This is an optimization exercise on Yosys and OpenROAD, whose aim is small area, a short achievable clock period and few clock cycles per item, not a production implementation. Function was checked by simulation only, so behaviour that the tests miss may differ from the original.

job 3889:
==> flow/design.v (excerpt) <==
module aes_ctr_top (
    input  logic            clock,
    input  logic            reset,
    input  logic            start,
    input  logic            init,
    input  logic            key_valid,
    input  aes_pkg::key_t   aes_key,
    input  aes_pkg::half_t  nonce,
    input  aes_pkg::half_t  counter_init,
    input  aes_pkg::block_t data_in,
    output logic            ready,
    output logic            valid,
    output logic            busy,
    output aes_pkg::block_t data_out
);
    logic            counter_load;
    logic            counter_step;
    logic            block_load;
    logic            final_round;
    logic            odd_step;
    aes_pkg::byte_t  rcon;
    aes_pkg::block_t counter_block;
    aes_pkg::block_t block_in;
    aes_pkg::block_t round_key;
    aes_pkg::block_t first_key;
    assign first_key = aes_key[256-1 -: 128];
    aes_ctr_control control0 (
        .clock        (clock),
        .reset        (reset),
        .start        (start),
        .init         (init),
        .key_valid    (key_valid),
        .ready        (ready),
        .valid        (valid),
        .busy         (busy),
        .counter_load (counter_load),
        .counter_step (counter_step),
        .block_load   (block_load),
        .final_round  (final_round),
        .odd_step     (odd_step),
        .rcon         (rcon)
    );
  ...
export LEC_CHECK = 0
export CAP_MARGIN = 20
export CORE_MARGIN = 2
export CORE_UTILIZATION = 45
export CTS_BUF_LIST = sky130_fd_sc_hd__clkbuf_4 sky130_fd_sc_hd__clkbuf_8
export PLACE_DENSITY = 0.6
export SETUP_SLACK_MARGIN = 2.5
export SLEW_MARGIN = 20
create_clock -name core_clock -period 7.0 [get_ports {clock}]
standard.sh (not shown) runs the stock make flow with config.mk's settings and CLKGATE_MAP_FILE= SYNTH_SCRIPT=/design/flow/synth_recipe.tcl, a recipe that flattens the netlist after the stock synthesis.
==> flow/flow/run.sh <==
#!/bin/bash
# Own flow: the standard layout (standard.sh) with two changes:
#  - synthesis is the standard one except for the ABC script that maps the combinational
#    logic (flow/abc_nf.script: a &nf mapping, then ABC's buffering and gate sizing, instead of ORFS's abc_speed/abc_area).
#    Registers are mapped before ABC runs, so they come out as in the standard synthesis;
#  - every input and output port still gets its own buffer, but a sky130_fd_sc_hd__buf_1
#    rather than the delay buffer buffer_ports picks by default.
# Each tool's log stays in orfs/logs/ under this folder; make's own output goes to flow_make.log.
set -euo pipefail
W=$PWD
sed 's#log_cmd abc {\*}$abc_args#log_cmd abc -script '"$W"'/flow/abc_nf.script {*}[lrange $abc_args 2 end]#' \
    "$FLOW_HOME/scripts/synth.tcl" > "$W/flow_synth.tcl"
grep -q "flow/abc_nf.script" "$W/flow_synth.tcl"
sed 's#$::env(SCRIPTS_DIR)/synth.tcl#'"$W"'/flow_synth.tcl#' "$W/synth_recipe.tcl" > "$W/flow_synth_recipe.tcl"
grep -q "flow_synth.tcl" "$W/flow_synth_recipe.tcl"
bash "$W/standard.sh" SYNTH_SCRIPT="$W/flow_synth_recipe.tcl" \
    "BUFFER_PORTS_ARGS=-buffer_cell sky130_fd_sc_hd__buf_1" finish > "$W/flow_make.log" 2>&1
==> flow/flow/abc_nf.script <==
strash
&get -n
&st
&dch
&nf
&put
topo
buffer -c
upsize -c
dnsize -c
stime -c
Testbench counts of job 3889, summed over its fixed seeds: cycles 6,136, items 384.
Here is what was changed in the inputs of job 5434 compared with job 3889.
- changing SETUP_SLACK_MARGIN from 2.5 to 1.5
Notes after the runs:
- Of the two values seen for first element of the critical path, datapath0.cipher_state[17] was produced by job 3889 and datapath0.cipher_state[82] by job 5434.
- Row hold slack: job 5434 lower / job 3889 higher
- Compared with job 3889, HPWL after detailed placement in job 5434 decreased slightly.
- Re hold violation total from the final report: no difference whatsoever between job 3889 and job 5434.
- Changes observed in job 5434 relative to job 3889: via-per-instance ratio lower; number of standard cells after synthesis now sits at about the same level.
- Number of global-route vias before repair was higher in job 3889 than in job 5434.
- Lower vias after detailed routing among job 3889 and job 5434: job 5434
[inputs] job 5175 vs job 5434
- changing SETUP_SLACK_MARGIN from 1.5 to 1.25
--- outcome ---
Job 5434 → job 5175: wire length of the first global-routing pass moved down, relative area change from synthesis to final layout decreased by 5.9 points relative to the old numbers, final design instance area without fill lower. Measured against each other, job 5175 and job 5434 differ in iteration count of the initial detailed-routing pass, the higher figure coming from job 5434. From job 5175 to job 5434, cell area after synthesis did not move at all. Job 5175 vs job 5434: multi-input combinational area share up. Clock skew for job 5175 is higher than for job 5434. Wire length per cell essentially unchanged between job 5434 and job 5175. Job 5434 has higher core utilization than job 5175. Job 5175 finished end to end and its layout was clean on timing, DRC and antenna.
Changes in job 4966 relative to job 5175:
- SETUP_SLACK_MARGIN: 1.25 -> 1.0
Job 4966 finished end to end and its layout was clean on timing, DRC and antenna.
Compare job 4966 and job 5175 | shortest clock period the worst path allows after layout lower: job 5175
Utilization: job 4966 vs job 5175 down 1.1 points
Relative to job 5175, the worst hold slack of job 4966 is lower by 17 ps.
Job 5175 has a higher final wirelength than job 4966.
Compared job 4966 against job 5175; aggregate global-route resource usage within noise.
Job 5175 → job 4966: final worst setup slack went down 170 ps.

[separate check: timing with driven ports]
How much do the figures lean on ideal ports? The routed layouts below were timed once more, with nothing changed but the port constraints. Step 1 (the two cells are an assumption about what drives the block):
set clk [get_ports {clock}]
set_driving_cell -lib_cell sky130_fd_sc_hd__clkbuf_16 $clk
set_driving_cell -lib_cell sky130_fd_sc_hd__buf_2 [delete_from_list [all_inputs] $clk]
Step 2 times the ports against the registers' clock, not the clock port: input delays grow and output delays shrink by t, the midpoint of the rising clock arrivals with the driver on. Slacks: no drivers / after step 1 / after step 2; pairs: no drivers / after step 1.
run | shift t [ns] | setup WS [ns] | latest minus earliest clock arrival (ns) | slew at the worst register clock pin (ns)
job 3889 | 0.849 | 1.689 / 1.689 / 1.591 | 0.059 / 0.058 | 0.08 / 0.08
job 5434 | 0.847 | 1.546 / 1.546 / 1.546 | 0.067 / 0.066 | 0.08 / 0.08
job 5175 | 0.851 | 1.416 / 1.416 / 1.416 | 0.076 / 0.075 | 0.07 / 0.07
job 4966 | 0.859 | 1.248 / 1.248 / 1.248 | 0.041 / 0.041 | 0.08 / 0.08
After both steps every run listed still meets setup and hold. The setup slack of job 3889, which loses most, moves by 0.000 ns with the drivers and by -0.098 ns with both steps.
